From an optimization exercise on the open Yosys and OpenROAD flow, aimed at small area; shortcuts taken in it are not production practice.
The RTL was checked by simulation tests, not by an equivalence proof against the original design.
Power is estimated from default activity; no workload was simulated.

$ cat flow/design.v
package regfile_pkg;
  localparam int REG_ADDR_W = 5;
  localparam int NUM_REGS   = 32;
  localparam int DATA_W     = 32;
  typedef logic [REG_ADDR_W-1:0] reg_addr_t;
  localparam reg_addr_t ZERO_REG = 5'd0;
  function automatic logic fwd_hit(input logic      wr_en,
                                   input reg_addr_t wr_addr,
                                   input reg_addr_t rd_addr);
    fwd_hit = wr_en && (wr_addr == rd_addr) && (wr_addr != ZERO_REG);
  endfunction
endpackage
module regfile_read_port #(
  parameter int DATA_W = 32
) (
  input  logic [regfile_pkg::NUM_REGS-1:0][DATA_W-1:0] i_regs,
  input  regfile_pkg::reg_addr_t                       i_rd_addr,
  input  logic                                         i_wr_en,
  input  regfile_pkg::reg_addr_t                       i_wr_addr,
  input  logic [DATA_W-1:0]                            i_wr_data,
  output logic [DATA_W-1:0]                            o_rd_data
);
  logic w_fwd;
  logic w_unused_wr;
  assign w_unused_wr = ^{i_wr_en, i_wr_addr, i_wr_data};
  assign w_fwd       = 1'b0;
  always_comb begin
    o_rd_data = {DATA_W{1'b0}};
    if (i_rd_addr == regfile_pkg::ZERO_REG) begin
      o_rd_data = {DATA_W{1'b0}};
    end else if (w_fwd) begin
      o_rd_data = i_wr_data;
    end else begin
      o_rd_data = i_regs[i_rd_addr];
    end
  end
endmodule
module register_file_lm_19101664 #(
  parameter int DATA_W = regfile_pkg::DATA_W,
  parameter int NREGS  = regfile_pkg::NUM_REGS
) (
  input  logic                           clk,
  input  logic                           rst_n,
  input  logic [4:0]                     readReg1_num,
  input  logic [4:0]                     readReg2_num,
  input  logic [4:0]                     writeRegnum,
  input  logic [DATA_W-1:0]              writeData,
  input  logic                           regWrite,
  output logic [DATA_W-1:0]              readData1,
  output logic [DATA_W-1:0]              readData2
);
  if (NREGS != regfile_pkg::NUM_REGS) begin : g_bad_nregs
    $error("register_file_lm_19101664: NREGS must be 32");
  end
  logic [regfile_pkg::NUM_REGS-1:0][DATA_W-1:0] r_regs;
  logic                            w_wr_en;
  logic                            w_fwd_en;
  logic [DATA_W-1:0]               w_rd1;
  logic [DATA_W-1:0]               w_rd2;
  assign w_wr_en  = regWrite && (writeRegnum != regfile_pkg::ZERO_REG);
  assign w_fwd_en = rst_n && w_wr_en;
  always_ff @(posedge clk or negedge rst_n) begin
    if (!rst_n) begin
      r_regs <= '0;
    end else if (w_wr_en) begin
      r_regs[writeRegnum] <= writeData;
    end
  end
  regfile_read_port #(.DATA_W(DATA_W)) u_rd_port1 (
    .i_regs    (r_regs),
    .i_rd_addr (readReg1_num),
    .i_wr_en   (w_fwd_en),
    .i_wr_addr (writeRegnum),
    .i_wr_data (writeData),
    .o_rd_data (w_rd1)
  );
  regfile_read_port #(.DATA_W(DATA_W)) u_rd_port2 (
    .i_regs    (r_regs),
    .i_rd_addr (readReg2_num),
    .i_wr_en   (w_fwd_en),
    .i_wr_addr (writeRegnum),
    .i_wr_data (writeData),
    .o_rd_data (w_rd2)
  );
  assign readData1 = w_rd1;
  assign readData2 = w_rd2;
endmodule
$ cat flow/run.sh
#!/bin/bash
# synth_recipe.tcl (not shown) runs the flow's synth.tcl, then flattens the netlist and writes it again
# the make line also repeats each setting of config.mk as NAME=value (left out here)
make -C /OpenROAD-flow-scripts/flow DESIGN_CONFIG=/design/flow/config.mk WORK_HOME=/design/flow/orfs CLKGATE_MAP_FILE= SYNTH_SCRIPT=/design/flow/synth_recipe.tcl finish
$ cat flow/config.mk
export PLATFORM = sky130hd
export DESIGN_NAME = register_file_lm_19101664
export DESIGN_NICKNAME = register_file_lm_19101664
export VERILOG_FILES = /design/flow/design.v
export SDC_FILE = /design/flow/constraint.sdc
export NUM_CORES = 4
export LEC_CHECK = 0
export CAP_MARGIN = 20
export CORE_MARGIN = 2
export CORE_UTILIZATION = 50
export SLEW_MARGIN = 20
$ cat flow/constraint.sdc
create_clock -name core_clock -period 8.0 [get_ports {clk}]
set_input_delay 1.6000 -clock core_clock [delete_from_list [all_inputs] [get_ports {clk}]]
set_output_delay 1.6000 -clock core_clock [all_outputs]
set_load 0.01 [all_outputs]
==> results of run 1 <==
## synthesized netlist by cell type (2+ instances only)
master and instances:
dfrtp_1 1024, mux2_2 936, mux4_2 448, clkbuf_1 247
mux2i_1 192, buf_2 135, o21ai_0 79, a22oi_1 64
mux2_4 60, a221oi_1 47, nor2b_1 37, buf_1 36
nand2_1 34, a211oi_1 32, a221o_1 32, a311oi_1 32
a31oi_1 32, mux2_1 28, o2111ai_1 21, nor2_1 20
nand4_1 7, buf_6 6, inv_1 6, nand2b_1 5
nand3_1 5, buf_4 4, nor3_2 4, a21oi_1 3
and3b_1 3, ha_1 2, nand3b_1 2, or2_1 2
## through the flow
step                total power [mW]  hold slack (ns)  setup WS [ns]  utilization (%)  instances
finish                          17.2            0.396           1.25             56.2       5027
global route                    17.8            0.410           1.35             56.2       5025
CTS                             17.2            0.397           1.44             56.2       5021
detailed placement              11.5            0.384           1.44             52.5       4808
global placement                11.3            0.376           1.50             52.4       4805
floorplan                       10.2            0.441           3.02                -       3604
## routing by layer
metal  track usage, %  vias to the layer above
li1                 -                    13900
met1             45.6                    19400
met2             51.8                     1751
met3             6.01                      434
met4             13.2                        2
met5                0                        -
## layout make-up
type	instances	area (um^2)
fillers	8349	47500
clock inverters	37	495
repair buffers	220	2220
clock buffers	176	3560
well taps	1414	1770
flip-flops and latches	1024	25600
inverters	6	26.3
multi-input cells	2146	27300
diodes	4	10.0
## cells by family after synthesis
logic type	after synthesis	synth area share [%]
AO/OA/AOI/OAI	348	4.72
AND/OR/NAND/NOR	131	1.32
buffers and inverters	434	3.40
adder cells (fa/ha/maj)	2	0.0458
flip-flops	1024	46.9
multiplexers	1664	43.5
XOR/XNOR	1	0.0160
## where the power goes
group	internal (mW)	switching (mW)	total [mW]
combinational	2.44	1.48	3.92
sequential	6.53	1.07	7.60
clock	3.43	2.22	5.65
## worst max path at each step
| stage | start | slack, ns | cells past startpoint | to |
|---|---|---|---|---|
| 5_1_grt | readReg1_num[2] | 1.35 | 7 | readData1[31] |
| 6_report | readReg1_num[2] | 1.25 | 7 | readData1[31] |
| 3_5_place_dp | readReg1_num[2] | 1.44 | 7 | readData1[31] |
| 2_1_floorplan | readReg2_num[0] | 3.02 | 9 | readData2[28] |
| 4_1_cts | readReg1_num[2] | 1.44 | 7 | readData1[31] |
| 3_3_place_gp | readReg1_num[2] | 1.50 | 7 | readData1[31] |
## critical path, cell delays in order
cell,delay (ns)
buf_8,0.63
buf_4,0.57
mux4_2,0.29
mux2_2,0.16
o21ai_0,0.07
a311oi_1,0.92
clkdlybuf4s50_1,0.72
==> impl_metrics.tcl, run 1 <==
set metrics [dict create \
    outcome "timing/DRC/antenna clean" \
    r2r_slack_ns 7.17 \
    hold_violations 0 \
    drt-vias-per-instance 7.07 \
    cp.arrival_ns 5.15 \
    wl_per_cell_um 36.4 \
    worstPathMaxFanout 99 \
    highest_layer "met5" \
    die-area_um2 112000 \
    met1_length_mm 75.4 \
    cp.required_ns 6.40 \
    peakVddDrop_mv 0.176 \
    grt_overflow 0 \
    syn_to_final_growth_pct 11.8 \
    clkLatencyLatePin_ns 0.69 \
    grt_pass1_wl_mm 267 \
    startpoint_type "primary input" \
    drt_iter0_drc 3463 \
    r2r_cells 1 \
    synthTopCellsByArea "dfrtp_1 47%, mux2_2 19%, mux4_2 18%, mux2i_1 3.5%, clkbuf_1 1.7%" \
    design_area_um2 61000 \
    initial_core_util_pct 50.3 \
    final_common_cell "dfrtp_1" \
    setup_viol 0 \
    critPathCaptureType "primary output" \
    fmax_mhz 148 \
    ys_seq_elements 1024 \
    drv_slew 0 \
    hpwlAfterDp_mm 104 \
    io_pins 114 \
    hp-start "r_regs[17]" \
    synth_area_leader_cell "dfrtp_1" \
    place_area_um2 57000 \
    grt_max_degree 176 \
    rsz0062_at_grt "no" \
    rr_startpoint "r_regs[620]" \
    drive_above_1_share_pct 50.0 \
    top_regs "r_regs x1024" \
    clkSinkCount 1024 \
    portBuffers 113 \
    first_pass_iters 5 \
    p_leak_nw 26.4 \
    finalCritPeriodShare_pct 84.4 \
    largest_reg_flops 1024 \
    holdPathEnd "r_regs[17]" \
    ys_warn_count 2 \
    cts_tree "yes" \
    wl_met2_mm 86.2 \
    final_cell_mix "1,024 x dfrtp_1, 936 x mux2_2, 448 x mux4_2" \
    wl_met3_mm 13.5 \
    async_reset_ff_share_pct 100 \
    row_count 121 \
    hold_class "register to register" \
    synth_seq_area_share_pct 46.9 \
    finalWeightedCongestion 0.832 \
    layout.nets 3566 \
    finalClockSkew_ns 0 \
    post_cts_resized 0 \
    tns_ns 0 \
    post-cts-setup-buffer-count 0 \
    synth_cells 3604 \
    slew_headroom_pct 21.3 \
    worstMarginPinSlew_ns 1.17 \
    cap_violations 0 \
    grt_pass1_vias 37000 \
    gr-usage-all-layers_pct 32.9 \
    critical_path_class "primary input to primary output" \
    cts.path.max_buffers 3 \
    ys.flop_type "dfrtp_1" \
    synth_edf_count 0 \
    die_h_um 334 \
    whs_path_depth 0 \
    rr_endpoint "r_regs[620]" \
    avgSynthCellArea_um2 15.1 \
    core_area_um2 109000 \
    cts_buffers 116 \
    regMostFlops "r_regs" \
    ant_nets 0 \
    wl_mm 183 \
    drcViolationCount 0 \
    ctsRootBufferMaster "clkbuf_16" \
    grt_antenna_before_repair 2 \
    synth.cell_area_um2 54600 \
    die_w_um 334 \
    min_period_ns 6.75 \
    htree_levels 3 \
    powerDensity_nw_per_um2 281 \
    num_vias 35500 \
    synth_top_area_share_pct 46.9 \
    synth_cell_types 51 \
    clkSlewWorstSetupHoldPaths_ns 0.06 \
    syn_nets 3656 \
    cts_hold_repair.buffers 0 \
]
==> run 2, diff against run 1 <==
==> flow/design.v (replaced) <==
package regfile_pkg;
  localparam int REG_ADDR_W = 5;
  localparam int NUM_REGS   = 32;
  localparam int DATA_W     = 32;
  typedef logic [REG_ADDR_W-1:0] reg_addr_t;
  localparam reg_addr_t ZERO_REG = 5'd0;
  function automatic logic fwd_hit(input logic      wr_en,
                                   input reg_addr_t wr_addr,
                                   input reg_addr_t rd_addr);
    fwd_hit = wr_en && (wr_addr == rd_addr) && (wr_addr != ZERO_REG);
  endfunction
endpackage
module regfile_read_port #(
  parameter int DATA_W = 32
) (
  input  logic [regfile_pkg::NUM_REGS-1:1][DATA_W-1:0] i_regs,
  input  logic [regfile_pkg::NUM_REGS-1:1]             i_valid,
  input  regfile_pkg::reg_addr_t                       i_rd_addr,
  output logic [DATA_W-1:0]                            o_rd_data
);
  localparam int N  = regfile_pkg::NUM_REGS;
  localparam int NG = (N - 1) / 3;   
  logic [N-1:1]              w_sel;
  logic [NG-1:0][DATA_W-1:0] w_grp_n;
  for (genvar i = 1; i < N; i++) begin : g_sel
    assign w_sel[i] = i_valid[i] && (i_rd_addr == i);
  end
  for (genvar g = 0; g < NG; g++) begin : g_grp
    regfile_aoi3 #(.DATA_W(DATA_W)) u_aoi (
      .i_d0  (i_regs[3*g+1]),
      .i_d1  (i_regs[3*g+2]),
      .i_d2  (i_regs[3*g+3]),
      .i_s0  (w_sel[3*g+1]),
      .i_s1  (w_sel[3*g+2]),
      .i_s2  (w_sel[3*g+3]),
      .o_y_n (w_grp_n[g])
    );
  end
  always_comb begin
    o_rd_data = i_regs[N-1] & {DATA_W{w_sel[N-1]}};
    for (int g = 0; g < NG; g++) begin
      o_rd_data = o_rd_data | ~w_grp_n[g];
    end
  end
endmodule
module regfile_aoi3 #(
  parameter int DATA_W = 32
) (
  input  logic [DATA_W-1:0] i_d0,
  input  logic [DATA_W-1:0] i_d1,
  input  logic [DATA_W-1:0] i_d2,
  input  logic              i_s0,
  input  logic              i_s1,
  input  logic              i_s2,
  output logic [DATA_W-1:0] o_y_n
);
  assign o_y_n = ~((i_d0 & {DATA_W{i_s0}}) |
                   (i_d1 & {DATA_W{i_s1}}) |
                   (i_d2 & {DATA_W{i_s2}}));
endmodule
module register_file_lm_19101664 #(
  parameter int DATA_W = regfile_pkg::DATA_W,
  parameter int NREGS  = regfile_pkg::NUM_REGS
) (
  input  logic                           clk,
  input  logic                           rst_n,
  input  logic [4:0]                     readReg1_num,
  input  logic [4:0]                     readReg2_num,
  input  logic [4:0]                     writeRegnum,
  input  logic [DATA_W-1:0]              writeData,
  input  logic                           regWrite,
  output logic [DATA_W-1:0]              readData1,
  output logic [DATA_W-1:0]              readData2
);
  if (NREGS != regfile_pkg::NUM_REGS) begin : g_bad_nregs
    $error("register_file_lm_19101664: NREGS must be 32");
  end
  localparam int N = regfile_pkg::NUM_REGS;
  logic [N-1:1][DATA_W-1:0] r_data;
  logic [N-1:1][DATA_W-1:0] w_next;
  logic [N-1:1]             r_valid;
  logic [N-1:1]             w_we;
  logic [N-1:1]             w_we_n;
  for (genvar i = 1; i < N; i++) begin : g_we
    assign w_we[i]   = regWrite && (writeRegnum == i);
    assign w_we_n[i] = !w_we[i];
  end
  always_ff @(posedge clk or negedge rst_n) begin
    if (!rst_n) begin
      r_valid <= '0;
    end else begin
      r_valid <= r_valid | w_we;
    end
  end
  for (genvar i = 1; i < N; i++) begin : g_word
    regfile_hold #(.DATA_W(DATA_W)) u_hold (
      .i_ld   (w_we[i]),
      .i_hold (w_we_n[i]),
      .i_wd   (writeData),
      .i_q    (r_data[i]),
      .o_d    (w_next[i])
    );
  end
  always_ff @(posedge clk) begin
    r_data <= w_next;
  end
  regfile_read_port #(.DATA_W(DATA_W)) u_rd_port1 (
    .i_regs    (r_data),
    .i_valid   (r_valid),
    .i_rd_addr (readReg1_num),
    .o_rd_data (readData1)
  );
  regfile_read_port #(.DATA_W(DATA_W)) u_rd_port2 (
    .i_regs    (r_data),
    .i_valid   (r_valid),
    .i_rd_addr (readReg2_num),
    .o_rd_data (readData2)
  );
endmodule
module regfile_hold #(
  parameter int DATA_W = 32
) (
  input  logic              i_ld,
  input  logic              i_hold,
  input  logic [DATA_W-1:0] i_wd,
  input  logic [DATA_W-1:0] i_q,
  output logic [DATA_W-1:0] o_d
);
  assign o_d = (i_wd & {DATA_W{i_ld}}) | (i_q & {DATA_W{i_hold}});
endmodule
--- a/flow/config.mk
+++ b/flow/config.mk
@@ -10,2 +10,3 @@
 export CORE_UTILIZATION = 50
 export SLEW_MARGIN = 20
+export SYNTH_HIERARCHICAL = 1
==> run 2 against run 1 <==
  * Synthesized cell count down 2.4%
  * Die area shrank 21%
  * Critical endpoint is now readData2[27]
  * Sequential share of layout area increased by 1.9 points
  * Count of clock-buffer cells in the layout down 18
  * Via count rose by 12%
  * Power shrank 18%
  * Highest routed layer is now met4
  * Combinational power is 57% lower
  * Routed wire length up 6.0%
==> impl_metrics.tcl, run 2 <==
set metrics [dict create \
    min_period_ns 7.09 \
    wl_mm 194 \
    cp.required_ns 6.40 \
    die-area_um2 87900 \
    ctsRootBufferMaster "clkbuf_16" \
    worstPathMaxFanout 19 \
    first_pass_iters 14 \
    syn_nets 3567 \
    die_h_um 297 \
    startpoint_type "primary input" \
    ys.flop_type "dfxtp_1" \
    core_area_um2 85000 \
    rsz0062_at_grt "no" \
    io_pins 114 \
    peakVddDrop_mv 0.215 \
    yosysMostFrequentCell "dfxtp_1" \
    synth_common_cells "992 x dfxtp_1, 930 x a22o_1, 640 x a222oi_1" \
    hold_violations 0 \
    rr_startpoint "r_data[972]" \
    synthTopCellsByArea "dfxtp_1 46%, a22o_1 19%, a222oi_1 15%, buf_6 8.3%, nand4_1 1.9%" \
    wl_per_cell_um 40.9 \
    drive_above_1_share_pct 12.8 \
    grt_antenna_before_repair 0 \
    cap_violations 0 \
    grt_pass1_vias 37500 \
    fin_util_pct 55.3 \
    synth_cells 3517 \
    ys_warn_count 8 \
    finalCritPeriodShare_pct 88.6 \
    holdWs_ns 0.459 \
    fmax_mhz 141 \
    layout.nets 3562 \
    post-cts-setup-buffer-count 0 \
    cts_hold_repair.buffers 0 \
    post_cts_resized 0 \
    finalWeightedCongestion 0.945 \
    critPathCaptureType "primary output" \
    cts.path.max_buffers 3 \
    design_area_um2 47000 \
    setup_viol 0 \
    worstMarginPinSlew_ns 1.28 \
    ant_nets 0 \
    critical_path_class "primary input to primary output" \
    avgSynthCellArea_um2 12.2 \
    portBuffers 113 \
    syn_to_final_growth_pct 9.80 \
    num_vias 39800 \
    tns_ns 0 \
    synth_cell_types 31 \
    row_count 107 \
    synth_edf_count 0 \
    regMostFlops "r_data" \
    regArea_um2 20600 \
    clkSinkCount 1023 \
    n_fill_cell 7023 \
    drt_iter0_drc 10500 \
    r2r_cells 1 \
    ys_seq_elements 1023 \
    async_reset_ff_share_pct 3.03 \
    whs_path_depth 1 \
    drv_slew 0 \
    grt_pass1_wl_mm 269 \
    drcViolationCount 0 \
    place_area_um2 43000 \
    gr-usage-all-layers_pct 41.8 \
    powerDensity_nw_per_um2 300 \
    cp.arrival_ns 5.49 \
    cts_buffers 108 \
    htree_levels 3 \
    final_common_cell "dfxtp_1" \
    grt_max_degree 33 \
    finalClockSkew_ns 0 \
    top_regs "r_data x992, r_valid x31" \
    slew_headroom_pct 14.4 \
    hp-start "r_valid[30]" \
    outcome "timing/DRC/antenna clean" \
    synth.cell_area_um2 42800 \
    cts_tree "yes" \
    drt-vias-per-instance 8.40 \
    die_w_um 297 \
    antenna_cells 0 \
    p_leak_nw 19.5 \
    synth_area_leader_cell "dfxtp_1" \
    grt_overflow 0 \
    synth_seq_area_share_pct 48.2 \
    largest_reg_flops 992 \
    initial_core_util_pct 50.3 \
    hpwlAfterDp_mm 111 \
    hold_class "register to register" \
    clkSlewWorstSetupHoldPaths_ns 0.05 \
    multi_input_area_um2 18400 \
    final_cell_mix "992 x dfxtp_1, 930 x a22o_1, 640 x a222oi_1" \
    clkLatencyLatePin_ns 0.69 \
    synth_top_area_share_pct 46.4 \
    critPathLaunch "readReg2_num[3]" \
]
## run 2: changes by cell type in the layout (fill, tap and decap cells not counted), sizes merged, moves of 81 or more
cell,delta
mux2,-1024
dfrtp,-993
a22o,+992
dfxtp,+992
a222oi,+640
mux4,-448
mux2i,-192
nand4,+122
o21ai,-81
## run 2: cell families after synthesis
| group | count (synthesis) | share of synthesized area, % |
|---|---|---|
| AOI/OAI and AO/OA | 1727 | 37.7 |
| buffers and inverters | 395 | 9.22 |
| and+or+nand+nor | 372 | 4.88 |
| DFF | 1023 | 48.2 |
## run 2: worst paths after layout
check	to	slack, ns
setup / recovery	readData2[27]	0.91
hold / removal	r_valid[30]	0.46
setup reg to reg	r_data[972]	7.30
hold reg to reg	r_valid[30]	0.46
max in group asynchronous	r_valid[22]	6.35
min in group asynchronous	r_valid[14]	1.31
## run 2: layer usage
layer / wire (um) / part of all wire, % / GRT usage [%]
met4: 15000 / 7.8 / 28.3
met1: 71000 / 37 / 54.6
met5: 0 / 0 / 0.166
met3: 28300 / 15 / 12.6
met2: 79700 / 41 / 59.3
## run 2: worst max-delay path, cell delays in order
cell             delay (ns)
clkdlybuf4s50_1        0.56
nor2_1                 0.13
and2_1                 0.21
and3_1                 0.59
buf_4                  0.46
a222oi_1               0.60
nand4_1                0.34
a2111o_1               0.45
clkdlybuf4s50_1        0.51
## run 2: cell type report
type | instances | area share [%]
tap | 1144 | 3.05
timing repair buffer | 280 | 5.63
multi-input combinational | 2099 | 39.2
clock inverter | 40 | 1.25
sequential | 1023 | 43.9
clock buffer | 158 | 6.94
## run 2: through the flow
step	setup slack [ns]	total power, mW	std cells
after floorplan	3.27	7.83	3517
after global placement	1.14	8.48	4535
after detailed placement	1.12	8.61	4542
after CTS	1.10	14.0	4740
after global routing	0.977	14.4	4744
final	0.911	14.1	4744
## run 2: where the power goes
part	switching, mW	total [mW]	internal [mW]	leakage (nW)
clock network	2.17	5.44	3.27	1.92
logic	0.774	1.67	0.898	9.00
registers	0.853	6.98	6.12	8.61
==> run 3, diff against run 2 <==
==> flow/flow/run.sh (new file) <==
#!/bin/bash
set -euo pipefail
bash standard.sh synth > synth.log 2>&1
bash standard.sh \
  "BUFFER_PORTS_ARGS=-buffer_cell sky130_fd_sc_hd__buf_1" \
  "CTS_ARGS=-sink_clustering_enable -repair_clock_nets -buf_list sky130_fd_sc_hd__clkbuf_16 -dont_use_dummy_load -sink_clustering_size 25 -sink_clustering_max_diameter 100" \
  finish > layout.log 2>&1
==> flow/standard.sh (new file) <==
#!/bin/bash
# synth_recipe.tcl (not shown) runs the flow's synth.tcl, then flattens the netlist and writes it again
# the make line also repeats each setting of config.mk as NAME=value (left out here)
make -C /OpenROAD-flow-scripts/flow DESIGN_CONFIG=/design/flow/config.mk WORK_HOME=/design/flow/orfs CLKGATE_MAP_FILE= SYNTH_SCRIPT=/design/flow/synth_recipe.tcl "${@:-finish}"
--- a/flow/config.mk
+++ b/flow/config.mk
@@ -6,7 +6,7 @@
 export NUM_CORES = 4
 export LEC_CHECK = 0
-export CAP_MARGIN = 20
+export CAP_MARGIN = 10
 export CORE_MARGIN = 2
 export CORE_UTILIZATION = 50
-export SLEW_MARGIN = 20
+export SLEW_MARGIN = 10
 export SYNTH_HIERARCHICAL = 1
removed: flow/run.sh
==> run 3 against run 2 <==
  * Largest cell class unchanged
  * Routed wire length up 0.56%
  * Fmax up 12%
  * Combinational power down 6%
  * Critical path depth down 1
  * Cell area down 8.2%
  * Still clean on timing, DRC and antenna
==> impl_metrics.tcl, run 3 <==
set metrics [dict create \
    outcome "timing/DRC/antenna clean" \
    wl_per_cell_um 42.8 \
    drt-vias-per-instance 8.60 \
    synthTopCellsByArea "dfxtp_1 46%, a22o_1 19%, a222oi_1 15%, buf_6 8.3%, nand4_1 1.9%" \
    hold_violations 0 \
    cts_tree "yes" \
    hpwlAfterDp_mm 110 \
    ys.flop_type "dfxtp_1" \
    slew_headroom_pct 6.26 \
    cp_slowest_stage_delay_ns 1.09 \
    drt_iter0_drc 10400 \
    clkSinkCount 1023 \
    worstPathMaxFanout 32 \
    grt_max_degree 33 \
    fmax_mhz 158 \
    drcViolationCount 0 \
    cts_hold_repair.buffers 0 \
    hold_class "register to register" \
    synth_area_leader_cell "dfxtp_1" \
    peakVddDrop_mv 0.179 \
    powerDensity_nw_per_um2 261 \
    slowest_stage "and3_2" \
    worstMarginPinSlew_ns 1.40 \
    tns_ns 0 \
    cts.path.max_buffers 3 \
    synth_common_cells "992 x dfxtp_1, 930 x a22o_1, 640 x a222oi_1" \
    largest_reg_flops 992 \
    synth_seq_area_share_pct 48.2 \
    finalCritPeriodShare_pct 79.2 \
    syn_nets 3567 \
    fin_ws_ns 1.66 \
    synth.cell_area_um2 42800 \
    grt_pass1_wl_mm 272 \
    crit_family "simple AND/OR/NAND/NOR gates" \
    critical_path_class "primary input to primary output" \
    drive_above_1_share_pct 8.91 \
    die_w_um 297 \
    ctsRootBufferMaster "clkbuf_16" \
    grt_overflow 0 \
    avgSynthCellArea_um2 12.2 \
    regMostFlops "r_data" \
    post_cts_resized 0 \
    crit_path_cell_trace "buf_1 -> nor2b_1 -> nor2b_1 -> and3_2 -> a222oi_1 -> nand4_1 -> a2111o_1 -> buf_1" \
    async_reset_ff_share_pct 3.03 \
    grt_pass1_vias 37300 \
    gr-usage-all-layers_pct 42.2 \
    critPathCaptureType "primary output" \
    yosysMostFrequentCell "dfxtp_1" \
    first_pass_iters 14 \
    clkLatencyLatePin_ns 0.64 \
    die-area_um2 87900 \
    min_period_ns 6.34 \
    io_pins 114 \
    synth_cell_types 31 \
    cts_buffers 47 \
    layout.nets 3465 \
    setup_viol 0 \
    ant_nets 0 \
    synth_edf_count 0 \
    wl_mm 195 \
    finalClockSkew_ns 0 \
    startpoint_type "primary input" \
    p_leak_nw 17.7 \
    post-cts-setup-buffer-count 0 \
    clkSlewWorstSetupHoldPaths_ns 0.10 \
    grt_antenna_before_repair 1 \
    num_vias 39200 \
    cp.required_ns 6.40 \
    core_area_um2 85000 \
    row_count 107 \
    top_regs "r_data x992, r_valid x31" \
    final_cell_mix "992 x dfxtp_1, 930 x a22o_1, 640 x a222oi_1" \
    cap_violations 0 \
    ys_warn_count 8 \
    cp.buffers_inverters 2 \
    htree_levels 2 \
    die_h_um 297 \
    pre_cts_ws_ns 1.85 \
    finalWeightedCongestion 0.937 \
    cp.arrival_ns 4.74 \
    synth_cells 3517 \
    rsz0062_at_grt "no" \
    ys_seq_elements 1023 \
    portBuffers 113 \
    r2r_slack_ns 7.29 \
    syn_to_final_growth_pct 0.822 \
    final_common_cell "dfxtp_1" \
    synth_top_area_share_pct 46.4 \
    initial_core_util_pct 50.3 \
    drv_slew 0 \
]
-- run 3: layout make-up --
| class | count | area, um^2 |
|---|---|---|
| Clock buffer | 47 | 1180 |
| Multi-Input combinational cell | 2099 | 18400 |
| Fill cell | 7497 | 41900 |
| Tap cell | 1144 | 1430 |
| Sequential cell | 1023 | 20600 |
| Antenna cell | 1 | 2.50 |
| Timing Repair Buffer | 244 | 1480 |
-- run 3: routing by layer --
layer / up-vias / wire length (um) / part of all wire [%] / global-route usage [%]
met1: 19300 / 70700 / 36 / 53.9
met5: - / 7 / 0.0036 / 0
met4: 2 / 16000 / 8.2 / 30.6
met2: 3910 / 79300 / 41 / 59.3
met3: 791 / 29100 / 15 / 14.2
li1: 15100 / - / - / -
-- run 3: path summary, 6_finish.rpt --
kind,start,to,cells past startpoint
worst max-delay path,readReg1_num[0],readData1[13],8
worst min-delay path,r_valid[27],r_valid[27],1
worst max register to register,r_valid[6],r_valid[6],1
worst min register to register,r_valid[27],r_valid[27],1
max in group asynchronous,rst_n,r_valid[3],1
min in group asynchronous,rst_n,r_valid[6],1
-- run 3: report_power, final --
group | switching (mW) | internal (mW)
Clock | 1.68 | 1.06
Sequential | 0.846 | 6.11
Combinational | 0.772 | 0.798
Total | 3.30 | 7.97
-- run 3: kinds of logic (layout without fill, tap and decap cells) --
family,Yosys count,count (layout),share of synthesized area [%]
AOI/OAI and AO/OA,1727,1727,37.7
buffers and inverters,395,291,9.22
DFF,1023,1023,48.2
other,0,1,0
and+or+nand+nor,372,372,4.88
-- run 3: stage by stage --
step                cell area, um^2  util (%)  power [mW]  hold slack (ns)  instances
CTS                           43100      50.7        11.1            0.473       4556
finish                        43100      50.8        11.3            0.476       4558
floorplan                     42800         -        7.83            0.433       3517
global route                  43100      50.7        11.6            0.501       4557
global placement              41900      49.3        8.39            0.448       4508
detailed placement            41900      49.3        8.51            0.450       4509
==> run 4, diff against run 3 <==
==> flow/flow/run.sh (replaced) <==
#!/bin/bash
set -euo pipefail
W=$(pwd)
RES=$W/orfs/results/sky130hd/register_file_lm_19101664/base
ARGS=(
  "BUFFER_PORTS_ARGS=-buffer_cell sky130_fd_sc_hd__buf_1"
  "CTS_ARGS=-sink_clustering_enable -repair_clock_nets -buf_list sky130_fd_sc_hd__clkbuf_16 -dont_use_dummy_load -sink_clustering_size 25 -sink_clustering_max_diameter 100"
)
bash standard.sh synth > synth.log 2>&1
bash standard.sh "${ARGS[@]}" "$RES/3_3_place_gp.odb" > place_gp.log 2>&1
PLATFORM_DIR=$FLOW_HOME/platforms/sky130hd UPS_DB=$RES/3_3_place_gp.odb UPS_SDC=$RES/2_floorplan.sdc \
  openroad -no_init -exit flow/upsize.tcl > upsize.log 2>&1
bash standard.sh "${ARGS[@]}" finish > layout.log 2>&1
==> flow/flow/upsize.tcl (new file) <==
# Post global-placement clean-up: take out the fanout buffers that timing-driven
# placement put on the decoder nets and give their drivers a stronger size of
# the same cell instead, while the drivers' slew and load limits still hold.
# Any net still over a limit is left to the standard repair_design that follows.
read_liberty $::env(PLATFORM_DIR)/lib/sky130_fd_sc_hd__tt_025C_1v80.lib
read_db $::env(UPS_DB)
read_sdc $::env(UPS_SDC)
source $::env(PLATFORM_DIR)/setRC.tcl
if {[info exists ::env(DONT_USE_CELLS)]} { set_dont_use $::env(DONT_USE_CELLS) }
estimate_parasitics -placement

proc drive_of {name} {
  if {[regexp {_(\d+)$} $name -> n]} { return $n }
  return 0
}
# next stronger size of the same cell, or "" if none
proc next_size {cell} {
  regexp {^(.*)_(\d+)$} $cell -> base n
  set best ""
  set bestn 1000
  foreach lc [get_lib_cells ${base}_*] {
    set nm [get_name $lc]
    if {![regexp "^${base}_(\\d+)\$" $nm -> m]} continue
    if {[info exists ::env(DONT_USE_CELLS)] && [lsearch $::env(DONT_USE_CELLS) $nm] >= 0} continue
    if {$m > $n && $m < $bestn} { set best $nm; set bestn $m }
  }
  return $best
}

set bufs {}
foreach inst [get_cells place*] {
  set m [get_property $inst ref_name]
  if {[regexp {__buf_\d+$} $m]} { lappend bufs $inst }
}
puts "upsize: removing [llength $bufs] placement buffers"
set block [ord::get_db_block]
set nrem 0
foreach inst $bufs {
  set dbinst [$block findInst [get_name $inst]]
  set in_it [$dbinst findITerm A]
  set out_it [$dbinst findITerm X]
  set in_net [$in_it getNet]
  set out_net [$out_it getNet]
  if {$in_net eq "NULL" || $out_net eq "NULL"} continue
  # keep buffers that touch a port
  if {[llength [$out_net getBTerms]] || [llength [$in_net getBTerms]]} continue
  foreach it [$out_net getITerms] {
    if {[$it getInst] ne $dbinst} { $it disconnect; $it connect $in_net }
  }
  odb::dbInst_destroy $dbinst
  odb::dbNet_destroy $out_net
  incr nrem
}
puts "upsize: removed $nrem"
estimate_parasitics -placement

# Upsize drivers whose output is over 80% of its slew or capacitance limit.
set limit_frac 0.8
for {set pass 0} {$pass < 4} {incr pass} {
  set changed 0
  foreach inst [get_cells *] {
    set cell [get_property $inst ref_name]
    if {[regexp {dfxtp|dfrtp|tap|fill|decap|conb} $cell]} continue
    foreach pin [get_pins -of_objects $inst -filter "direction == output"] {
      set net [get_nets -of_objects $pin]
      if {$net eq ""} continue
      set worst 0.0
      foreach ld [get_pins -of_objects $net -filter "direction == input"] {
        set s [get_property $ld slew_max]
        if {$s > $worst} { set worst $s }
      }
      set ps [get_property $pin slew_max]
      if {$ps > $worst} { set worst $ps }
      if {$worst > 1.5 * $limit_frac} {
        set nc [next_size $cell]
        if {$nc ne ""} {
          replace_cell $inst $nc
          incr changed
        }
      }
    }
  }
  puts "upsize: pass $pass resized $changed"
  if {$changed == 0} break
  estimate_parasitics -placement
}
write_db $::env(UPS_DB)
==> run 4 against run 3 <==
  * Still clean on timing, DRC and antenna
  * First-iteration DRC count shrank 6.9%
  * Non-clock buffer count is 130 lower
  * Routed wire length decreased by 0.86%
  * Global-route usage down 0.44 points
  * Die area is the same
  * Hold slack improved by 0.0035 ns
  * Critical path depth is the same
  * Worst setup slack worse by 0.15 ns
  * Clock skew is the same
  * Combinational power about the same
  * Power is essentially flat
  * Clock power is essentially flat
==> impl_metrics.tcl, run 4 <==
set metrics [dict create \
    outcome "timing/DRC/antenna clean" \
    p_leak_nw 17.5 \
    gr-usage-all-layers_pct 41.8 \
    crit_path_cell_trace "buf_1 -> nor2b_1 -> nor2b_1 -> and3_2 -> a222oi_1 -> nand4_1 -> a2111o_1 -> buf_1" \
    die_w_um 297 \
    synth_cells 3517 \
    pre_cts_ws_ns 1.72 \
    initial_core_util_pct 50.3 \
    hp-start "r_valid[30]" \
    switching_share_pct 29.4 \
    drt-vias-per-instance 8.75 \
    row_count 107 \
    switchingPower_mw 3.32 \
    r2r_slack_ns 7.27 \
    ys_warn_count 8 \
    n_fill_cell 7372 \
    wl_mm 193 \
    grt_overflow 0 \
    core_area_um2 85000 \
    htree_levels 2 \
    peakVddDrop_mv 0.157 \
    tns_ns 0 \
    cts_buffers 47 \
    hpwlAfterDp_mm 107 \
    startpoint_type "primary input" \
    worstPathMaxFanout 32 \
    critPathCaptureType "primary output" \
    slew_headroom_pct 10.4 \
    num_vias 38800 \
    hold_class "register to register" \
    critical_path_class "primary input to primary output" \
    synth-compound-area-share_pct 37.7 \
    finalWeightedCongestion 0.937 \
    finalCritPeriodShare_pct 81.1 \
    cp.required_ns 6.40 \
    wl_per_cell_um 43.7 \
    top_regs "r_data x992, r_valid x31" \
    cap_violations 0 \
    die-area_um2 87900 \
    cts_hold_repair.buffers 0 \
    final_common_cell "dfxtp_1" \
    drcViolationCount 0 \
    holdPathEnd "r_valid[30]" \
    async_reset_ff_share_pct 3.03 \
    comb_power_share_pct 13.9 \
    synthMuxAreaShare_pct 0 \
    largest_reg_flops 992 \
    fmax_mhz 154 \
    seqPwrFrac_pct 61.6 \
    post_cts_resized 0 \
    syn_nets 3567 \
    synth_common_cells "992 x dfxtp_1, 930 x a22o_1, 640 x a222oi_1" \
    post-cts-setup-buffer-count 0 \
    synth.cell_area_um2 42800 \
    drt_iter0_drc 9710 \
    synth-simple-area-share_pct 4.88 \
    first_pass_iters 15 \
    ys.flop_type "dfxtp_1" \
    slowest_stage "and3_2" \
    synthTopCellsByArea "dfxtp_1 46%, a22o_1 19%, a222oi_1 15%, buf_6 8.3%, nand4_1 1.9%" \
    cp_slowest_stage_delay_ns 0.99 \
    ant_nets 0 \
    synth_cell_types 31 \
    rsz0062_at_grt "no" \
    grt_max_degree 33 \
    powerDensity_nw_per_um2 265 \
    rr_endpoint "r_data[960]" \
    die_h_um 297 \
    cts.path.max_buffers 3 \
    final_cell_mix "992 x dfxtp_1, 930 x a22o_1, 640 x a222oi_1" \
    layout.nets 3335 \
    critPathLaunch "readReg2_num[0]" \
    rr_startpoint "r_data[960]" \
    clkLatencyLatePin_ns 0.64 \
    finalClockSkew_ns 0 \
    fin_ws_ns 1.51 \
    r2r_cells 1 \
    regMostFlops "r_data" \
    drive_above_1_share_pct 8.56 \
    yosysMostFrequentCell "dfxtp_1" \
    clkSlewWorstSetupHoldPaths_ns 0.10 \
    clkSinkCount 1023 \
    synth_area_leader_cell "dfxtp_1" \
    cts_tree "yes" \
    setup_viol 0 \
    hold_violations 0 \
    synth_top_family_by_area "compound AO/OA/AOI/OAI gates" \
    intPower_mw 7.96 \
    grt_pass1_wl_mm 268 \
    cp.arrival_ns 4.89 \
    synth_top_area_share_pct 46.4 \
    synth_edf_count 0 \
    min_period_ns 6.49 \
    synth-xor-area-share_pct 0 \
    portBuffers 113 \
    io_pins 114 \
    ys_seq_elements 1023 \
    synthAdderAreaFrac_pct 0 \
    drv_slew 0 \
    worstMarginPinSlew_ns 1.34 \
    avgSynthCellArea_um2 12.2 \
    grt_antenna_before_repair 3 \
    whs_path_depth 1 \
    ctsRootBufferMaster "clkbuf_16" \
    grt_pass1_vias 36400 \
    synth_seq_area_share_pct 48.2 \
    syn_to_final_growth_pct -0.582 \
    p_clk_share_pct 24.5 \
]
[run 4: cell counts after synthesis]
No cell type changed its count.
[run 4: worst max-delay path, delay by kind of cell]
kind                   cells  cell delay [ns]
AO/OA/AOI/OAI              2             0.55
buffers and inverters      2             0.38
AND/OR/NAND/NOR            4             2.32
[run 4: stage by stage]
stage               hold WS [ns]  cells  total power [mW]  utilization, %  cell area, um^2
detailed placement         0.453   4379              8.50            48.6            41300
floorplan                  0.433   3517              7.83               -            42800
CTS                        0.477   4426              11.1            50.0            42500
finish                     0.479   4429              11.3            50.0            42500
global placement           0.448   4508              8.39            49.3            41900
global route               0.497   4427              11.6            50.0            42500
[run 4: final cells by class]
type                    instances  area (um^2)  share of cell area [%]
diodes                          2         5.00                  0.0118
repair buffers                114          485                    1.14
well taps                    1144         1430                    3.36
multi-input cells            2099        18800                    44.2
flip-flops and latches       1023        20600                    48.5
clock buffers                  47         1180                    2.76
[run 4: power by group through the flow]
| stage | combinational [mW] | sequential, mW | clock (mW) |
|---|---|---|---|
| 3_3_place_gp | 1.46 | 6.93 | 0 |
| 2_1_floorplan | 1.06 | 6.78 | 0 |
| 5_1_grt | 1.63 | 7.05 | 2.90 |
| 4_1_cts | 1.51 | 6.89 | 2.74 |
| 3_5_place_dp | 1.51 | 6.99 | 0 |
| 6_report | 1.57 | 6.95 | 2.76 |
[run 4: routing by layer]
layer / global-route usage [%] / up-vias / share of wire (%)
li1: - / 14900 / -
met1: 53.9 / 19100 / 36
met2: 59.1 / 3998 / 41
met3: 13.4 / 777 / 15
met4: 29.1 / 0 / 7.9
met5: 0.333 / - / 0
[run 4: worst max path at each step]
| stage | end | slack (ns) | depth (start not counted) |
|---|---|---|---|
| finish | readData2[21] | 1.51 | 8 |
| global route | readData2[21] | 1.59 | 8 |
| detailed placement | readData2[26] | 1.72 | 8 |
| CTS | readData2[26] | 1.71 | 8 |
| global placement | readData2[13] | 1.90 | 8 |
| floorplan | readData1[30] | 3.27 | 7 |
[run 4: cells by family (layout without fill, tap and decap cells)]
| kind of cell | Yosys count | after routing |
|---|---|---|
| AO/OA/AOI/OAI | 1727 | 1727 |
| flip-flops | 1023 | 1023 |
| other | 0 | 2 |
| buffers and inverters | 395 | 161 |
| AND/OR/NAND/NOR | 372 | 372 |
==> run 5, diff against run 4 <==
--- a/flow/flow/upsize.tcl
+++ b/flow/flow/upsize.tcl
@@ -55,7 +55,36 @@
 estimate_parasitics -placement
 
+# Start every logic cell at its smallest size of the same function, so that
+# only the drivers that need it end up larger.
+proc smallest {cell} {
+  if {![regexp {^(.*)_(\d+)$} $cell -> base n]} { return "" }
+  set best ""
+  set besta 1e9
+  foreach lc [get_lib_cells ${base}_*] {
+    set nm [get_name $lc]
+    if {![regexp "^${base}_(\\d+)\$" $nm]} continue
+    if {[info exists ::env(DONT_USE_CELLS)] && [lsearch $::env(DONT_USE_CELLS) $nm] >= 0} continue
+    set a [get_property $lc area]
+    if {$a < $besta} { set best $nm; set besta $a }
+  }
+  return $best
+}
+set ndown 0
+foreach inst [get_cells *] {
+  set cell [get_property $inst ref_name]
+  if {[regexp {df|tap|fill|decap|conb|clkbuf|dly} $cell]} continue
+  set sc [smallest $cell]
+  if {$sc ne "" && $sc ne $cell} {
+    set a0 [get_property [get_lib_cells $cell] area]
+    set a1 [get_property [get_lib_cells $sc] area]
+    if {$a1 < $a0} { replace_cell $inst $sc; incr ndown }
+  }
+}
+puts "upsize: downsized $ndown"
+estimate_parasitics -placement
+
 # Upsize drivers whose output is over 80% of its slew or capacitance limit.
 set limit_frac 0.8
-for {set pass 0} {$pass < 4} {incr pass} {
+for {set pass 0} {$pass < 6} {incr pass} {
   set changed 0
   foreach inst [get_cells *] {
==> run 5 against run 4 <==
  * Still clean
  * Non-clock buffer count down 1
  * Register-to-register slack better by 0.03 ns
  * Die area stayed put
  * Hold slack worse by 0.0047 ns
  * Final cell count barely moved
  * Core utilization shrank 0.15 points
  * Worst setup slack got worse by 0.018 ns
  * Fmax fell by 0.27%
  * Cell area fell by 0.29%
  * Clock power about the same
  * Sequential share of layout area rose by 0.14 points
==> impl_metrics.tcl, run 5 <==
set metrics [dict create \
    placedCellCount 4379 \
    hold_violations 0 \
    setup_viol 0 \
    ctsRootBufferMaster "clkbuf_16" \
    hpwlAfterDp_mm 107 \
    worstMarginPinSlew_ns 1.36 \
    cts_hold_repair.buffers 0 \
    crit_path_cell_trace "buf_1 -> nor2b_1 -> nor2b_1 -> and3_2 -> a222oi_1 -> nand4_1 -> a2111o_1 -> buf_1" \
    whs_path_depth 1 \
    portBuffers 113 \
    drt_iter0_drc 9597 \
    synth_cell_types 31 \
    holdWs_ns 0.475 \
    outcome "timing/DRC/antenna clean" \
    synth_common_cells "992 x dfxtp_1, 930 x a22o_1, 640 x a222oi_1" \
    synth_top_area_share_pct 46.4 \
    initial_core_util_pct 50.3 \
    grt_overflow 0 \
    crit_family "simple AND/OR/NAND/NOR gates" \
    r2r_cells 1 \
    post-cts-setup-buffer-count 0 \
    clkLatencyLatePin_ns 0.64 \
    cp.arrival_ns 4.91 \
    yosysMostFrequentCell "dfxtp_1" \
    final_cell_mix "992 x a22o_1, 992 x dfxtp_1, 640 x a222oi_1" \
    cp_slowest_stage_delay_ns 1.02 \
    core_area_um2 85000 \
    finalWeightedCongestion 0.937 \
    cap_violations 0 \
    startpoint_type "primary input" \
    fmax_mhz 154 \
    worstPathMaxFanout 32 \
    num_vias 38400 \
    async_reset_ff_share_pct 3.03 \
    largest_reg_flops 992 \
    cts_tree "yes" \
    htree_levels 2 \
    die-area_um2 87900 \
    min_period_ns 6.51 \
    hold_class "register to register" \
    cp.buffers_inverters 2 \
    regMostFlops "r_data" \
    ant_nets 0 \
    cp.depth 8 \
    post_cts_resized 0 \
    clkSinkCount 1023 \
    synth.cell_area_um2 42800 \
    p_leak_nw 17.5 \
    synth_cells 3517 \
    gr-usage-all-layers_pct 41.9 \
    p_total_mw 11.2 \
    drt-vias-per-instance 8.68 \
    slowest_stage "and3_2" \
    synth_edf_count 0 \
    avgSynthCellArea_um2 12.2 \
    syn_to_final_growth_pct -0.874 \
    grt_max_degree 33 \
    cts_buffers 47 \
    cts.path.max_buffers 3 \
    top_regs "r_data x992, r_valid x31" \
    synth_seq_area_share_pct 48.2 \
    ys_seq_elements 1023 \
    row_count 107 \
    critPathCaptureType "primary output" \
    first_pass_iters 13 \
    wl_per_cell_um 43.7 \
    layout.nets 3334 \
    grt_pass1_wl_mm 269 \
    ys_warn_count 8 \
    cp.required_ns 6.40 \
    io_pins 114 \
    die_h_um 297 \
    powerDensity_nw_per_um2 265 \
    synth_area_leader_cell "dfxtp_1" \
    finalClockSkew_ns 0 \
    wl_mm 193 \
    slew_headroom_pct 9.33 \
    finalCritPeriodShare_pct 81.3 \
    finalNonFillerCells 4427 \
    tns_ns 0 \
    drcViolationCount 0 \
    drv_slew 0 \
    die_w_um 297 \
    critical_path_class "primary input to primary output" \
    clkSlewWorstSetupHoldPaths_ns 0.10 \
    drive_above_1_share_pct 6.49 \
    ys.flop_type "dfxtp_1" \
    synthTopCellsByArea "dfxtp_1 46%, a22o_1 19%, a222oi_1 15%, buf_6 8.3%, nand4_1 1.9%" \
    grt_antenna_before_repair 1 \
    syn_nets 3567 \
    rsz0062_at_grt "no" \
    grt_pass1_vias 36500 \
    peakVddDrop_mv 0.151 \
]
==> run 5: cell counts after synthesis <==
No cell type changed its count.
==> run 5: worst paths after layout <==
check / from / endpoint / slack (ns)
min in group asynchronous: rst_n / r_valid[15] / 1.04
worst max-delay path: readReg2_num[0] / readData2[21] / 1.49
worst min-delay path: r_valid[30] / r_valid[30] / 0.47
max in group asynchronous: rst_n / r_valid[18] / 6.41
worst max register to register: r_valid[6] / r_valid[6] / 7.30
worst min register to register: r_valid[30] / r_valid[30] / 0.47
==> run 5: cell families (layout without fill, tap and decap cells) <==
group                  Yosys count  in the layout  synth area share (%)
AO/OA/AOI/OAI                 1727           1727                  37.7
flip-flops                    1023           1023                  48.2
buffers and inverters          395            160                  9.22
AND/OR/NAND/NOR                372            372                  4.88
other                            0              1                     0
==> run 5: metal layers <==
metal	share of wire, %	vias up	wire length, um	track usage, %
li1	-	14900	-	-
met1	36	19000	70000	54.6
met2	41	3837	78400	58.3
met3	15	722	29600	13.7
met4	8.0	2	15400	29.4
met5	0.0072	-	14	0.443
==> run 5: through the flow <==
stage | utilization [%] | cell area, um^2 | setup WS, ns
after global placement | 49.3 | 41900 | 1.90
after floorplan | - | 42800 | 3.27
after global routing | 49.9 | 42400 | 1.57
final | 49.9 | 42400 | 1.49
after detailed placement | 48.5 | 41200 | 1.74
after CTS | 49.9 | 42400 | 1.73
==> run 5: where the power goes <==
part	leakage (nW)	total [mW]	internal [mW]	switching, mW
Combinational	8.28	1.55	0.775	0.777
Clock	0.579	2.73	1.06	1.67
Sequential	8.61	6.95	6.11	0.837
==> run 5: layout make-up <==
cell class | count | area, um^2
multi-input cells | 2099 | 18700
diodes | 1 | 2.50
clock buffers | 47 | 1180
repair buffers | 113 | 465
flip-flops and latches | 1023 | 20600
fillers | 7406 | 42600
well taps | 1144 | 1430
==> run 6, diff against run 5 <==
--- a/flow/design.v
+++ b/flow/design.v
@@ -82,7 +82,9 @@
   logic [N-1:1]             w_we;
   logic [N-1:1]             w_we_n;
+  logic [N-1:1] w_we_dec_n;
   for (genvar i = 1; i < N; i++) begin : g_we
-    assign w_we[i]   = regWrite && (writeRegnum == i);
-    assign w_we_n[i] = !w_we[i];
+    assign w_we_dec_n[i] = !(regWrite && (writeRegnum == i));
+    regfile_inv u_ld   (.i_a(w_we_dec_n[i]), .o_y(w_we[i]));
+    regfile_inv u_hold (.i_a(w_we[i]),       .o_y(w_we_n[i]));
   end
   always_ff @(posedge clk or negedge rst_n) begin
@@ -118,4 +120,10 @@
   );
 endmodule
+module regfile_inv (
+  input  logic i_a,
+  output logic o_y
+);
+  assign o_y = ~i_a;
+endmodule
 module regfile_hold #(
   parameter int DATA_W = 32
==> run 6 against run 5 <==
  * Still clean
  * Core utilization shrank 0.52 points
  * First-iteration DRC count grew 20%
  * Register-to-register slack lost 0.11 ns
  * Worst setup slack lost 0.069 ns
  * Clock power barely moved
  * Sequential power about the same
  * Routed wire length rose by 1.1%
  * Critical path depth unchanged
  * Power is essentially flat
  * Sequential share of layout area up 0.59 points
  * Clock skew unchanged
  * Largest power group unchanged
==> impl_metrics.tcl, run 6 <==
set metrics [dict create \
    grt_pass1_wl_mm 270 \
    drt_iter0_drc 11500 \
    outcome "timing/DRC/antenna clean" \
    grt_antenna_before_repair 9 \
    layout.nets 3355 \
    drv_slew 0 \
    ctsRootBufferMaster "clkbuf_16" \
    finalWeightedCongestion 1.07 \
    tns_ns 0 \
    seqPwrFrac_pct 62.0 \
    synth_edf_count 0 \
    multi_input_area_um2 18000 \
    rr_startpoint "r_valid[9]" \
    grt_max_degree 35 \
    clkSinkCount 1023 \
    comb_power_share_pct 13.5 \
    worstPathMaxFanout 32 \
    critical_path_class "primary input to primary output" \
    regArea_um2 20600 \
    die-area_um2 87800 \
    ys.flop_type "dfxtp_1" \
    cap_violations 0 \
    clkLatencyLatePin_ns 0.64 \
    synth_area_leader_cell "dfxtp_1" \
    switching_share_pct 29.3 \
    cp.required_ns 6.40 \
    synth.cell_area_um2 42700 \
    synth_seq_area_share_pct 48.3 \
    ys_seq_elements 1023 \
    wl_per_cell_um 43.9 \
    crit_family "simple AND/OR/NAND/NOR gates" \
    switchingPower_mw 3.30 \
    slowest_stage "and3_2" \
    hpwlAfterDp_mm 113 \
    synth_common_cells "992 x dfxtp_1, 930 x a22o_1, 640 x a222oi_1" \
    initial_core_util_pct 50.3 \
    syn_to_final_growth_pct -1.91 \
    peakVddDrop_mv 0.156 \
    drcViolationCount 0 \
    gr-usage-all-layers_pct 42.3 \
    cts_hold_repair.buffers 0 \
    min_period_ns 6.57 \
    async_reset_ff_share_pct 3.03 \
    avgSynthCellArea_um2 12.1 \
    powerDensity_nw_per_um2 268 \
    rsz0062_at_grt "no" \
    yosysMostFrequentCell "dfxtp_1" \
    first_pass_iters 14 \
    io_pins 114 \
    critPathLaunch "readReg1_num[1]" \
    ys_warn_count 8 \
    finalClockSkew_ns 0 \
    drt-vias-per-instance 8.70 \
    synth_top_area_share_pct 46.5 \
    startpoint_type "primary input" \
    synthTopCellsByArea "dfxtp_1 46%, a22o_1 19%, a222oi_1 15%, buf_6 8.3%, nand4_1 1.9%" \
    syn_nets 3571 \
    hold_violations 0 \
    die_w_um 296 \
    largest_reg_flops 992 \
    worstMarginPinSlew_ns 1.33 \
    hp-start "r_valid[27]" \
    post-cts-setup-buffer-count 0 \
    p_clk_share_pct 24.5 \
    cts_buffers 47 \
    clkSlewWorstSetupHoldPaths_ns 0.10 \
    synth_cell_types 27 \
    grt_overflow 0 \
    intPower_mw 7.94 \
    htree_levels 2 \
    core_area_um2 84900 \
    num_vias 38700 \
    top_regs "r_data x992, r_valid x31" \
    portBuffers 113 \
    setup_viol 0 \
    p_leak_nw 17.1 \
    post_cts_resized 0 \
    cp.buffers_inverters 2 \
    wl_mm 196 \
    final_cell_mix "992 x a22o_1, 992 x dfxtp_1, 640 x a222oi_1" \
    n_fill_cell 7512 \
    row_count 107 \
    finalCritPeriodShare_pct 82.2 \
    fmax_mhz 152 \
    hold_class "register to register" \
    crit_path_cell_trace "buf_1 -> nor2b_1 -> nor2b_1 -> and3_2 -> a222oi_1 -> nand4_1 -> a2111o_1 -> buf_1" \
    die_h_um 296 \
    synth_cells 3521 \
    cp.arrival_ns 4.97 \
    regMostFlops "r_data" \
    cp_slowest_stage_delay_ns 1.10 \
    slew_headroom_pct 11.3 \
    critPathCaptureType "primary output" \
    drive_above_1_share_pct 7.21 \
    p_total_mw 11.2 \
    ant_nets 0 \
    cts_tree "yes" \
    grt_pass1_vias 35400 \
    cts.path.max_buffers 3 \
]
run 6: power by group through the flow:
stage | clock [mW] | combinational [mW] | sequential [mW]
global placement | 0 | 1.43 | 6.95
global route | 2.91 | 1.58 | 7.06
floorplan | 0 | 1.05 | 6.77
CTS | 2.73 | 1.46 | 6.91
detailed placement | 0 | 1.45 | 7.00
finish | 2.75 | 1.52 | 6.97
run 6: metal layers:
layer | part of all wire (%) | GRT usage, % | wire length (um) | vias up
li1 | - | - | - | 14900
met1 | 36 | 54.9 | 70800 | 19000
met2 | 40 | 59.8 | 78200 | 3993
met3 | 16 | 15.4 | 31500 | 840
met4 | 7.7 | 25.7 | 15100 | 12
met5 | 0.045 | 0.554 | 89 | -
run 6: through the flow:
stage / worst slack [ns] / hold WS, ns / instance area (um^2) / std cells / util (%)
5_1_grt: 1.44 / 0.504 / 41900 / 4447 / 49.4
2_1_floorplan: 3.27 / 0.443 / 42700 / 3521 / -
3_3_place_gp: 1.68 / 0.454 / 41800 / 4541 / 49.3
4_1_cts: 1.75 / 0.486 / 41900 / 4447 / 49.4
3_5_place_dp: 1.75 / 0.461 / 40700 / 4400 / 48.0
6_report: 1.43 / 0.488 / 41900 / 4453 / 49.4
run 6: cell families (layout without fill, tap and decap cells):
| logic type | after synthesis | after routing | share of synthesized area (%) |
|---|---|---|---|
| AO/OA/AOI/OAI | 1696 | 1696 | 37.2 |
| flip-flops | 1023 | 1023 | 48.3 |
| buffers and inverters | 440 | 222 | 9.61 |
| AND/OR/NAND/NOR | 362 | 362 | 4.90 |
| other | 0 | 6 | 0 |
run 6: per-module statistics from Yosys (local to each module, per instance), a selection:
module                     area [um^2]  cells  flip-flops and latches
regfile_inv                       3.75      1                       0
register_file_lm_19101664        21100   1103                    1023
run 6: cell type report:
cell class | instances | area share [%]
well taps | 1144 | 3.42
multi-input cells | 2058 | 42.8
flip-flops and latches | 1023 | 49.2
repair buffers | 113 | 1.11
inverters | 62 | 0.567
clock buffers | 47 | 2.81
diodes | 6 | 0.0358
run 6: worst paths after layout:
kind	endpoint	slack, ns	cells past startpoint
worst max-delay path	readData1[2]	1.43	8
worst min-delay path	r_valid[27]	0.49	1
worst max register to register	r_valid[9]	7.19	1
worst min register to register	r_valid[27]	0.49	1
max in group asynchronous	r_valid[13]	6.35	1
min in group asynchronous	r_valid[23]	1.06	1
==> run 7, diff against run 6 <==
--- a/flow/config.mk
+++ b/flow/config.mk
@@ -9,4 +9,5 @@
 export CORE_MARGIN = 2
 export CORE_UTILIZATION = 50
+export PLACE_DENSITY = 0.7
 export SLEW_MARGIN = 10
 export SYNTH_HIERARCHICAL = 1
==> run 7 against run 6 <==
  * Still clean
  * Register-to-register slack lost 0.02 ns
  * Core utilization is essentially flat
  * Clock skew is the same
  * Die area is the same
  * Count of clock-buffer cells in the layout shrank 1
  * Clock power shrank 4%
  * First-iteration DRC count shrank 9.4%
  * Global-route usage shrank 4.1 points
  * Synthesized area is the same
  * Synthesized cell count is the same
  * Cell area is essentially flat
  * Critical path type unchanged
  * Largest cell class unchanged
==> impl_metrics.tcl, run 7 <==
set metrics [dict create \
    drv_slew 0 \
    avgSynthCellArea_um2 12.1 \
    cp_slowest_stage_delay_ns 0.63 \
    cp.required_ns 6.40 \
    syn_nets 3571 \
    hold_class "register to register" \
    grt_overflow 0 \
    cts_hold_repair.buffers 0 \
    grt_max_degree 35 \
    synth_seq_area_share_pct 48.3 \
    min_period_ns 6.50 \
    r2r_cells 1 \
    finalNonFillerCells 4453 \
    yosysMostFrequentCell "dfxtp_1" \
    rsz0062_at_grt "no" \
    cp.arrival_ns 4.90 \
    num_vias 37900 \
    die-area_um2 87800 \
    synth_cell_types 27 \
    worst_path_most_repeated_cell "buf_1" \
    hp-start "r_valid[15]" \
    layout.nets 3354 \
    cap_violations 0 \
    initial_core_util_pct 50.3 \
    startpoint_type "primary input" \
    portBuffers 113 \
    htree_levels 2 \
    die_w_um 296 \
    cts.path.max_buffers 3 \
    whs_path_depth 1 \
    cts_tree "yes" \
    io_pins 114 \
    critical_path_class "primary input to primary output" \
    grt_pass1_vias 34800 \
    row_count 107 \
    synth_area_leader_cell "dfxtp_1" \
    clkSlewWorstSetupHoldPaths_ns 0.10 \
    hold_violations 0 \
    die_h_um 296 \
    first_pass_iters 15 \
    gr-usage-all-layers_pct 38.3 \
    r2r_slack_ns 7.17 \
    clkLatencyLatePin_ns 0.65 \
    post-cts-setup-buffer-count 0 \
    async_reset_ff_share_pct 3.03 \
    ant_nets 0 \
    drt-vias-per-instance 8.50 \
    synth.cell_area_um2 42700 \
    placedCellCount 4400 \
    wl_mm 176 \
    drive_above_1_share_pct 7.18 \
    cts_buffers 46 \
    setup_viol 0 \
    n_fill_cell 7547 \
    finalClockSkew_ns 0 \
    powerDensity_nw_per_um2 264 \
    outcome "timing/DRC/antenna clean" \
    core_area_um2 84900 \
    critPathCaptureType "primary output" \
    tns_ns 0 \
    synthTopCellsByArea "dfxtp_1 46%, a22o_1 19%, a222oi_1 15%, buf_6 8.3%, nand4_1 1.9%" \
    clkSinkCount 1023 \
    rr_endpoint "r_valid[30]" \
    synth_top_area_share_pct 46.5 \
    top_regs "r_data x992, r_valid x31" \
    ys.flop_type "dfxtp_1" \
    p_total_mw 11.1 \
    ys_seq_elements 1023 \
    final_cell_mix "992 x a22o_1, 992 x dfxtp_1, 640 x a222oi_1" \
    peakVddDrop_mv 0.186 \
    slowest_stage "and3_2" \
    crit_path_cell_trace "buf_1 -> and2_0 -> nor2b_1 -> and3_2 -> a222oi_1 -> nand4_1 -> a2111o_1 -> buf_1" \
    wl_per_cell_um 39.6 \
    grt_pass1_wl_mm 249 \
    grt_antenna_before_repair 14 \
    worstPathMaxFanout 32 \
    holdPathEnd "r_valid[15]" \
    post_cts_resized 0 \
    fmax_mhz 154 \
    drt_iter0_drc 10500 \
    synth_cells 3521 \
    drcViolationCount 0 \
    regMostFlops "r_data" \
    worstMarginPinSlew_ns 1.40 \
    finalCritPeriodShare_pct 81.2 \
    largest_reg_flops 992 \
    ctsRootBufferMaster "clkbuf_16" \
    hpwlAfterDp_mm 95.1 \
    rr_startpoint "r_valid[30]" \
    synth_edf_count 0 \
    slew_headroom_pct 6.68 \
    synth_common_cells "992 x dfxtp_1, 930 x a22o_1, 640 x a222oi_1" \
    finalWeightedCongestion 0.920 \
    syn_to_final_growth_pct -1.96 \
    p_leak_nw 17.1 \
    ys_warn_count 8 \
]
==> run 7: worst max-delay path, delay by kind of cell <==
kind | cells | cell delay (ns)
AO/OA/AOI/OAI | 2 | 1.17
buffers and inverters | 2 | 0.38
AND/OR/NAND/NOR | 4 | 1.72
==> run 7: cell type report <==
class	instances	area (um^2)	area share, %
sequential	1023	20600	49.3
inverter	62	238	0.567
multi-input combinational	2058	18000	42.9
clock buffer	46	1150	2.75
tap	1144	1430	3.42
timing repair buffer	113	465	1.11
antenna	7	17.5	0.0418
==> run 7: through the flow <==
step           worst slack (ns)  utilization, %  hold slack (ns)  area (um^2)
2_1_floorplan              3.27               -            0.443        42700
3_3_place_gp               1.75            49.1            0.462        41700
3_5_place_dp               1.91            48.0            0.458        40700
4_1_cts                    1.90            49.3            0.483        41900
5_1_grt                    1.64            49.3            0.495        41900
6_report                   1.50            49.4            0.483        41900
==> run 7: power breakdown <==
group / internal (mW) / total [mW] / leakage, nW / switching (mW)
registers: 6.11 / 6.93 / 8.61 / 0.814
clock network: 1.03 / 2.65 / 0.567 / 1.62
logic: 0.771 / 1.49 / 7.92 / 0.723
total: 7.92 / 11.1 / 17.1 / 3.16
==> run 7: logic make-up (layout without fill, tap and decap cells) <==
group / Yosys count / count (layout) / share of synthesized area [%]
other cells: 0 / 7 / 0
simple gates: 362 / 362 / 4.90
buf+inv: 440 / 221 / 9.61
flops: 1023 / 1023 / 48.3
compound gates: 1696 / 1696 / 37.2
==> run 7: how the worst max path moves through the flow <==
stage | cells past startpoint | to | slack [ns] | start
after global placement | 9 | readData2[23] | 1.75 | readReg2_num[0]
after detailed placement | 8 | readData2[15] | 1.91 | readReg2_num[1]
final | 8 | readData2[15] | 1.50 | readReg2_num[0]
after global routing | 8 | readData2[15] | 1.64 | readReg2_num[1]
after CTS | 8 | readData2[15] | 1.90 | readReg2_num[1]
after floorplan | 7 | readData1[30] | 3.27 | readReg1_num[3]
==> run 7: layer usage <==
metal	up-vias	track usage, %	routed length (um)	share of wire, %
li1	14900	-	-	-
met1	18300	49.3	62600	36
met2	3854	54.5	71500	41
met3	813	16.5	31400	18
met4	18	18.9	10700	6.0
met5	-	0	133	0.075
==> run 7: modules after synthesis, one instance, submodules excluded, a selection <==
module                     area [um^2]  copies in the design  flops+latches
register_file_lm_19101664        21100                     1           1023
regfile_inv                       3.75                    62              0

[separate check: timing with driven ports]
How much do the figures lean on ideal ports? The routed layouts below were timed once more, with nothing changed but the port constraints.
Step 1, drivers: a clkbuf_16 drives clk and a buf_2 each remaining input, both assumed.
Step 2 adds t to the input delays and takes it off the output delays; t is the mean of the earliest and latest rising clock arrival at the registers after step 1. Input paths then give back, and output paths get back, about the clock's delay inside the block.
Three values: no drivers, after step 1, after step 2; two values: the first two.
run	t, ns	setup WS [ns]	clock arrival spread, ns	worst data-port slew with drivers (ns)	pins driven straight from the clock port
run 1	0.772	1.246 / 1.197 / 1.197	0.022 / 0.023	0.12	1
run 2	0.758	0.911 / 0.886 / 0.886	0.036 / 0.035	0.05	1
run 3	0.706	1.662 / 1.634 / 1.634	0.049 / 0.049	0.11	1
run 4	0.717	1.512 / 1.487 / 1.487	0.037 / 0.038	0.09	1
run 5	0.699	1.494 / 1.462 / 1.462	0.060 / 0.059	0.11	1
run 6	0.703	1.425 / 1.403 / 1.403	0.064 / 0.064	0.18	1
run 7	0.704	1.503 / 1.479 / 1.479	0.043 / 0.043	0.17	1
After both steps setup and hold are still met in every run listed. The setup slack of run 1, which loses most, moves by -0.049 ns with the drivers and by -0.049 ns with both steps.
